This design comes from an exercise in tuning for small area, a short achievable clock period and few clock cycles per item on the open sky130 flow, not from production work.
Function was not checked in any run shown here: the RTL went through the layout flow alone.
Power is estimated from default activity; no workload was simulated.

## flow/design.v (module list and top-level ports; edited modules follow where they fit)
// module classifierTop: 1309 lines
// module csaFA: 10 lines
// module csaHA: 9 lines
module classifierTop (
    input  wire                   i_clk100,
    input  wire                   i_rstN,
    input  wire cnnPkg::camBus_t  i_cam,
    input  wire                   i_start,
    input  wire                   i_cfgWr,
    input  wire [4-1:0] i_cfgAddr,
    input  wire [15:0]            i_cfgData,
    output logic                  o_busy,
    output logic                  o_done,
    output cnnPkg::score_t        o_score,
    output logic                  o_led
);
  // ...
==> flow/flow/run.sh <==
#!/bin/bash
set -euo pipefail
bash standard.sh SETUP_SLACK_MARGIN=6.7 "BUFFER_PORTS_ARGS=-buffer_cell sky130_fd_sc_hd__buf_2" finish > standard.log 2>&1
==> flow/standard.sh <==
#!/bin/bash
# synth_recipe.tcl (not shown) runs the flow's synth.tcl, then flattens the netlist and writes it again
# the make line also repeats each setting of config.mk as NAME=value (left out here)
make -C /OpenROAD-flow-scripts/flow DESIGN_CONFIG=/design/flow/config.mk WORK_HOME=/design/flow/orfs CLKGATE_MAP_FILE= SYNTH_SCRIPT=/design/flow/synth_recipe.tcl "${@:-finish}"
==> flow/config.mk <==
export PLATFORM = sky130hd
export DESIGN_NAME = classifierTop
export DESIGN_NICKNAME = classifierTop
export VERILOG_FILES = /design/flow/design.v
export SDC_FILE = /design/flow/constraint.sdc
export NUM_CORES = 4
export LEC_CHECK = 0
export CAP_MARGIN = 20
export CORE_MARGIN = 2
export CORE_UTILIZATION = 40
export CTS_CLUSTER_DIAMETER = 100
export CTS_CLUSTER_SIZE = 24
export SLEW_MARGIN = 20
export SYNTH_HIERARCHICAL = 1
==> flow/constraint.sdc <==
create_clock -name core_clock -period 10.0 [get_ports {i_clk100}]
set_input_delay 2.0000 -clock core_clock [delete_from_list [all_inputs] [get_ports {i_clk100}]]
set_output_delay 2.0000 -clock core_clock [all_outputs]
set_load 0.01 [all_outputs]
==> notes.md, run 1 <==
- Outcome: timing/DRC/antenna clean
- Seq group: 3990 uW
- Largest regs: lb x152, kern x72, aR x65
- Seq/total area: 42.0%
- Hold path cells: 0
- Nets: 2812
- Biggest consumer: combinational cells
- Top post-synthesis cells by count: nand2_1 (306), fa_1 (294), and3_1 (230), edfxtp_1 (219), dfxtp_1 (162)
- Commonest non-fill, non-tap cells in the layout: nand2_1 (304), fa_1 (292), and3_1 (230)
- Bufs w/o clock: 122
- Largest register FFs: 152
- TritonCTS clock tree: done
- Clock-pin slew on the worst setup and hold paths: 0.10 ns
- Final Max Slew Viols: 0
- DRT iter0 DRCs: 1203
- PwrDens: 365 nW/um^2
- Multi-input gate share of total cell area: 47.5%
- Reg area: 13500 um^2
- Multi-Input Combinational: 1616
- Synth Area in Adders: 24.4%
- Worst-case reg-to-reg path depth: 14
- Antenna diodes: 4
- Starting density of the core: 40.2%
- Worst vdd ir: 0.207 mV
- Multi-input gate area: 15300 um^2
- Internal: 6770 uW
- CP Capture Type: flip-flop
- Setup crit end: convR[0]
- Worst EP required: 10.44 ns
==> run 2, diff against run 1 <==
--- a/flow/design.v
+++ b/flow/design.v
@@ -36,29 +36,39 @@
     output logic                  o_busy,
     output logic                  o_done,
     output cnnPkg::score_t        o_score,
     output logic                  o_led
 );
     logic [7:0]  kern [9];
     logic [7:0]  fcW  [4];
     logic [15:0] bias;
+    logic [13:0] cfgSet;
     always_ff @(posedge i_clk100 or negedge i_rstN) begin
-        if (!i_rstN) begin
-            for (int t = 0; t < 9; t++) kern[t] <= '0;
-            for (int w = 0; w < 4; w++) fcW[w] <= '0;
-            bias <= '0;
-        end else if (i_cfgWr) begin
+        if (!i_rstN)
+            cfgSet <= '0;
+        else if (i_cfgWr)
+            for (int r = 0; r < 14; r++)
+                if (i_cfgAddr == 4'(r)) cfgSet[r] <= 1'b1;
+    end
+    always_ff @(posedge i_clk100) begin
+        if (i_cfgWr) begin
             for (int t = 0; t < 9; t++)
                 if (i_cfgAddr == 4'(t)) kern[t] <= i_cfgData[7:0];
             for (int w = 0; w < 4; w++)
                 if (i_cfgAddr == 4'(9 + w)) fcW[w] <= i_cfgData[7:0];
             if (i_cfgAddr == 4'd13) bias <= i_cfgData;
         end
     end
+    logic [7:0]  fcWv [4];      
+    logic [15:0] biasV;
+    always_comb begin
+        for (int w = 0; w < 4; w++) fcWv[w] = cfgSet[9 + w] ? fcW[w] : 8'd0;
+        biasV = cfgSet[13] ? bias : 16'd0;
+    end
     wire [7:0] camData = i_cam[7:0];
     wire       camVs   = i_cam[9];
     wire       camHref = i_cam[8];
     logic       busy;           
     logic       waitVs;         
     logic       inFrame;        
     logic       phase;          
     logic [6:0] sIdx;           
@@ -154,17 +164,17 @@
         if (!i_rstN) begin
             mValid <= 1'b0;
         end else if (shiftEv) begin
             mValid <= (sIdx >= 7'd9);
         end
     end
     always_ff @(posedge i_clk100) begin
         if (shiftEv) begin
-            mUse <= ~padW;
+            mUse <= ~padW & cfgSet[8:0];
         end
     end
     wire [3:0] nib0 = lb[18][3:0];
     wire [3:0] nib1 = lb[17][3:0];
     wire [3:0] nib2 = lb[16][3:0];
     wire [3:0] nib3 = lb[10][3:0];
     wire [3:0] nib4 = lb[9][3:0];
     wire [3:0] nib5 = lb[8][3:0];
@@ -1019,19 +1029,19 @@
     end
     logic [2:0]  fcSt;          
     logic [1:0]  featQ;
     logic        fcLast, scInit, scFirst;
     logic        s1, s2, neg;   
     logic [21:0] fv;            
     wire  [26:0] scRow;
     logic signed [26:0] score;
-    wire  [7:0]  wQ   = fcW[featQ];
+    wire  [7:0]  wQ   = fcWv[featQ];
     wire  [1:0]  qD   = {tCBottom, tCRight};
-    wire  [7:0]  wD   = fcW[qD];
+    wire  [7:0]  wD   = fcWv[{tCBottom, tCRight}];
     function automatic logic [2:0] booth(input logic [2:0] b);
         booth[0] = b[1] ^ b[0];                                         
         booth[1] = (b[2] & !b[1] & !b[0]) | (!b[2] & b[1] & b[0]);      
         booth[2] = b[2] & !(b[1] & b[0]);                               
     endfunction
     logic [2:0] bD, bNext;
     assign bD = booth({wD[1:0], 1'b0});
     always_comb begin
@@ -1091,17 +1101,17 @@
             {neg, s2, s1} <= bD;
             fv      <= {6'd0, accNext[19:4]};
         end else begin
             scFirst <= 1'b0;
             {neg, s2, s1} <= bNext;
             if (fcSt != 3'd0) fv <= {fv[19:0], 2'b00};
         end
     end
-    wire [26:0] scBase = scFirst ? 27'($signed(bias)) : score;
+    wire [26:0] scBase = scFirst ? 27'($signed(biasV)) : score;
     wire [26:0] scSum;
     wire as_g0_0, as_p0_0, as_g0_1, as_p0_1, as_g0_2, as_p0_2, as_g0_3, as_p0_3;
     wire as_g0_4, as_p0_4, as_g0_5, as_p0_5, as_g0_6, as_p0_6, as_g0_7, as_p0_7;
     wire as_g0_8, as_p0_8, as_g0_9, as_p0_9, as_g0_10, as_p0_10, as_g0_11, as_p0_11;
     wire as_g0_12, as_p0_12, as_g0_13, as_p0_13, as_g0_14, as_p0_14, as_g0_15, as_p0_15;
     wire as_g0_16, as_p0_16, as_g0_17, as_p0_17, as_g0_18, as_p0_18, as_g0_19, as_p0_19;
     wire as_g0_20, as_p0_20, as_g0_21, as_p0_21, as_g0_22, as_p0_22, as_g0_23, as_p0_23;
     wire as_g0_24, as_p0_24, as_g0_25, as_p0_25, as_g0_26, as_p0_26, as_g1_1, as_p1_1;
==> run 2 against run 1 <==
Utilization grew 0.35 points. Worst setup slack gained 0.062 ns. Critical path depth shrank 11. Register-to-register slack gained 0.11 ns. Clock power grew 5%. Fmax grew 1.9%. Via count shrank 2.2%. Critical path type is now in -> reg.
==> notes.md, run 2 <==
- DRC: 0 (unchanged)
- Area after DPL: 30300 um^2 (was 30500 um^2)
- DP HPWL: 49700 um (was 52700 um)
- Period utilisation layout: 32.7% (was 33.3%)
- Outcome: timing/DRC/antenna clean (unchanged)
- Synth Flop Type: edfxtp_1 (unchanged)
- Row count: 98 (was 99)
- Reg area: 14500 um^2 (was 13500 um^2)
- Total Die Area: 74600 um^2 (was 75300 um^2)
- Area share of the largest cell type after synthesis: 35.2% (was 22.5%)
- Final setup TNS: 0 ns (unchanged)
- PnR Total Power: 10600 uW (was 11800 uW)
- Cts-stage hold buffer count: 0 (unchanged)
- GRT Total Usage: 17.9% (was 19.3%)
- Post-route antenna net violation count: 0 (unchanged)
- Commonest non-fill, non-tap cells in the layout: edfxtp_1 (340), nand2_1 (315), fa_1 (293) (was nand2_1 (304), fa_1 (292), and3_1 (230))
- Xor/xnor share of the synthesized area: 2.42% (was 2.46%)
- Clk_skew: 0.0442 ns (was 0.0471 ns)
- Htree depth: 1 (unchanged)
- Final min period: 3.27 ns (was 3.33 ns)
- Vias in the first global route: 18000 (was 18700)
- Vias/cell: 5.29 (was 5.33)
- EDFF count, synth: 340 (was 219)
- Final wirelength: 66900 um (was 72100 um)
- Largest register by flop count: lb (unchanged)
- Post-synth cell types: 73 (unchanged)
- Antenna diodes: 0 (was 4)
- Largest regs: lb x152, kern x72, aR x65 (unchanged)
- Yosys reg bits: 543 (was 528)
- Core footprint: 71600 um^2 (was 72700 um^2)
- CP Capture Type: flip-flop (unchanged)
- Clock Root Buffer: clkbuf_16 (unchanged)
- Multi-input gate area: 14000 um^2 (was 15300 um^2)
- Place WS: 5.48 ns (about the same)
- Top post-synthesis cells by count: edfxtp_1 (340), nand2_1 (316), fa_1 (294), and3_1 (265), dfxtp_1 (162) (was nand2_1 (306), fa_1 (294), and3_1 (230), edfxtp_1 (219), dfxtp_1 (162))
- Post-synthesis mux area share: 1.02% (was 6.79%)
- Post-synthesis sequential area ratio: 49.9% (was 46.2%)
- Horiz. Die Dim: 273 um (was 274 um)
- Commonest non-fill, non-tap cell in the layout: edfxtp_1 (was nand2_1)
- Clock Path Buffers: 3 (unchanged)
- Worst Hold Class: reg -> reg (unchanged)
- Setup Viol. Count Final: 0 (unchanged)
- Cell type with the largest total area after synthesis: edfxtp_1 (unchanged)
- Worst setup path class: in -> reg (was reg -> reg)
- R2r setup slk: 6.78 ns (was 6.67 ns)
- Layout cells sized above 1: 9.95% (was 15.5%)
- Worst EP required: 10.26 ns (was 10.44 ns)
- Slew margin rel.: 32.0% (was 31.3%)
- Critical Path Start Type: primary input (was flip-flop)
- Initial antenna violation count: 1 (was 9)
- PwrDens: 332 nW/um^2 (was 365 nW/um^2)
- DRT Pass-1 Iters: 5 (unchanged)
- PortBufs: 68 (unchanged)
- Worst-skew pair later-pin latency: 0.63 ns (about the same)
- Starting density of the core: 40.5% (was 40.2%)
- Final Max Slew Viols: 0 (unchanged)
- Largest register FFs: 152 (unchanged)
- Synth Area in Adders: 24.6% (was 24.4%)
- Largest family of logic cells by synthesized area: adder cells (unchanged)
- Worst vdd ir: 0.158 mV (was 0.207 mV)
- Num CTS Buffers: 29 (was 28)
- Ys async rst share: 7.55% (was 27.8%)
- Via count: 17600 (was 18000)
- Fillers: 6515 (was 6583)
- Chip height: 273 um (was 274 um)
- Simple-Gate Fraction of Synth Area: 14.9% (was 13.3%)
- Static Leakage: 0.0136 uW (was 0.0142 uW)
- Critical path fanouts, max: 9 (was 6)
- Most common cell in the synthesized netlist: edfxtp_1 (was nand2_1)
- Sink Count: 543 (was 528)
- Pin count of the biggest net entering global routing: 99 (was 90)
- TritonCTS clock tree: done (unchanged)
- Synth top area cells: edfxtp_1 (35%), fa_1 (20%), dfxtp_1 (11%), and3_1 (5.7%), ha_1 (4.3%) (was edfxtp_1 (22%), fa_1 (20%), dfrtp_1 (13%), dfxtp_1 (11%), mux2_2 (5.3%))
- Worst Tran Pin Value: 1.02 ns (was 1.03 ns)
- Nets: 2779 (was 2812)
- P&R area growth vs syn: 10.1% (was 9.99%)
- Final worst setup slack: 6.73 ns (was 6.67 ns)
- Syn Area/Cell: 12.7 um^2 (was 12.6 um^2)
- Crit path arrival time: 3.52 ns (was 3.77 ns)
- Clock-pin slew on the worst setup and hold paths: 0.10 ns (about the same)
- Compound-Gate Fraction of Synth Area: 4.60% (was 4.33%)
- First-pass GRT wire length: 104000 um (was 112000 um)
- Routability cong.: 0.925 (was 0.879)
- Cells after Synth: 2288 (was 2324)
- Final core utilization: 44.6% (was 44.2%)
- Number of max-cap violations: 0 (unchanged)
- Final Hold Vio Count: 0 (unchanged)
- Ports: 69 (unchanged)
- Yosys warning total: 11 (was 10)
- Fmax: 306 MHz (was 300 MHz)
- Total gr overflow: 0 (unchanged)
- Fin area: 31900 um^2 (was 32200 um^2)
- Syn Std Cell Area: 29000 um^2 (was 29200 um^2)
- Routed length per instance: 20.1 um (was 21.4 um)
- RSZ-0062 raised after global routing: true (unchanged)
- Syn_nets: 2715 (was 2752)
- DRT iter0 DRCs: 1492 (was 1203)
-- run 2: cell type report --
cell class | instances | share of cell area [%]
Inverter | 94 | 1.12
Multi-Input combinational cell | 1562 | 43.9
Clock inverter | 9 | 0.357
Clock buffer | 43 | 2.58
Tap cell | 950 | 3.72
Sequential cell | 543 | 45.4
Timing Repair Buffer | 122 | 2.97
-- run 2: what timing repair did --
item	in CTS	in global routing
endpoints found under the hold margin	0	0
setup buffers	20	20
gates resized for setup	23	30
setup endpoints to repair	154	215
cloned	1	0
pin swaps	7	14
-- run 2: cell families after synthesis --
logic type / count (synthesis)
xor gates and xnor gates: 80
buffers and inverters: 183
and+or+nand+nor: 863
other: 1
muxes: 29
DFF: 543
AOI/OAI and AO/OA: 196
adders and majority gates: 393
-- run 2: critical path: stages --
cell    delay (ns)
buf_2         0.12
or3b_2        0.57
nor2_1        0.82
-- run 2: power by group --
part | internal [uW] | switching [uW] | leakage, uW
registers | 3300 | 527 | 0.00498
clock network | 596 | 754 | 0.000455
logic | 2420 | 3010 | 0.00815
total | 6310 | 4290 | 0.0136
-- run 2: Yosys stat by module, one instance, submodules excluded --
module	cells	flops+latches	times used	cell area [um^2]
classifierTop	1993	543	1	23200
csaFA	1	0	281	20.0
csaHA	1	0	14	12.5
-- run 2: per-layer routing --
metal | GRT usage [%] | part of all wire (%) | up-vias
met4 | 5.10 | 3.3 | 2
li1 | - | - | 8015
met2 | 30.7 | 49 | 471
met1 | 24.1 | 43 | 8977
met5 | 0 | 0.024 | -
met3 | 2.00 | 4.4 | 101
-- run 2: path summary, 6_finish.rpt --
check,to,cells after the start,start
max in group asynchronous,cfgSet[13],2,i_rstN
hold / removal,cs0[1],0,aR[1]
min in group asynchronous,cfgSet[4],1,i_rstN
hold reg to reg,cs0[1],0,aR[1]
setup reg to reg,aR[44],5,lb[2][3]
setup / recovery,kern[2][7],3,i_cfgAddr[3]
-- run 2: through the flow --
| step | hold slack [ns] | cells |
|---|---|---|
| 6_report | 0.322 | 3323 |
| 5_1_grt | 0.340 | 3323 |
| 4_1_cts | 0.326 | 3302 |
| 3_5_place_dp | 0.312 | 3229 |
| 3_3_place_gp | 0.314 | 3229 |
| 2_1_floorplan | 0.310 | 2288 |

-- separate check: timing with driven ports --
Ports are ideal in the flow. The routed layouts listed here were re-timed in OpenROAD. Step 1: set_driving_cell puts a clkbuf_16 on i_clk100 and a buf_2 on each other input, an assumption about the parent block. Step 2 moves the port delays by t, midway between the first and last clock arrival at a register: inputs arrive t later, outputs are due t later. That takes back most of the time a late clock gives input paths. a / b / c = ideal ports / drivers / drivers and shift; a / b = the first two.
run | t, ns | setup WS [ns] | latest minus earliest clock arrival (ns) | worst data-port slew with drivers (ns) | cell pins on the clock port's net
run 1 | 0.665 | 6.671 / 6.671 / 6.168 | 0.048 / 0.048 | 0.07 | 1
run 2 | 0.674 | 6.734 / 6.751 / 6.100 | 0.048 / 0.048 | 0.07 | 1
After both steps setup and hold are still met in every run listed. For run 2, which loses most, drivers alone change the setup slack by +0.017 ns; drivers and shift together by -0.634 ns.
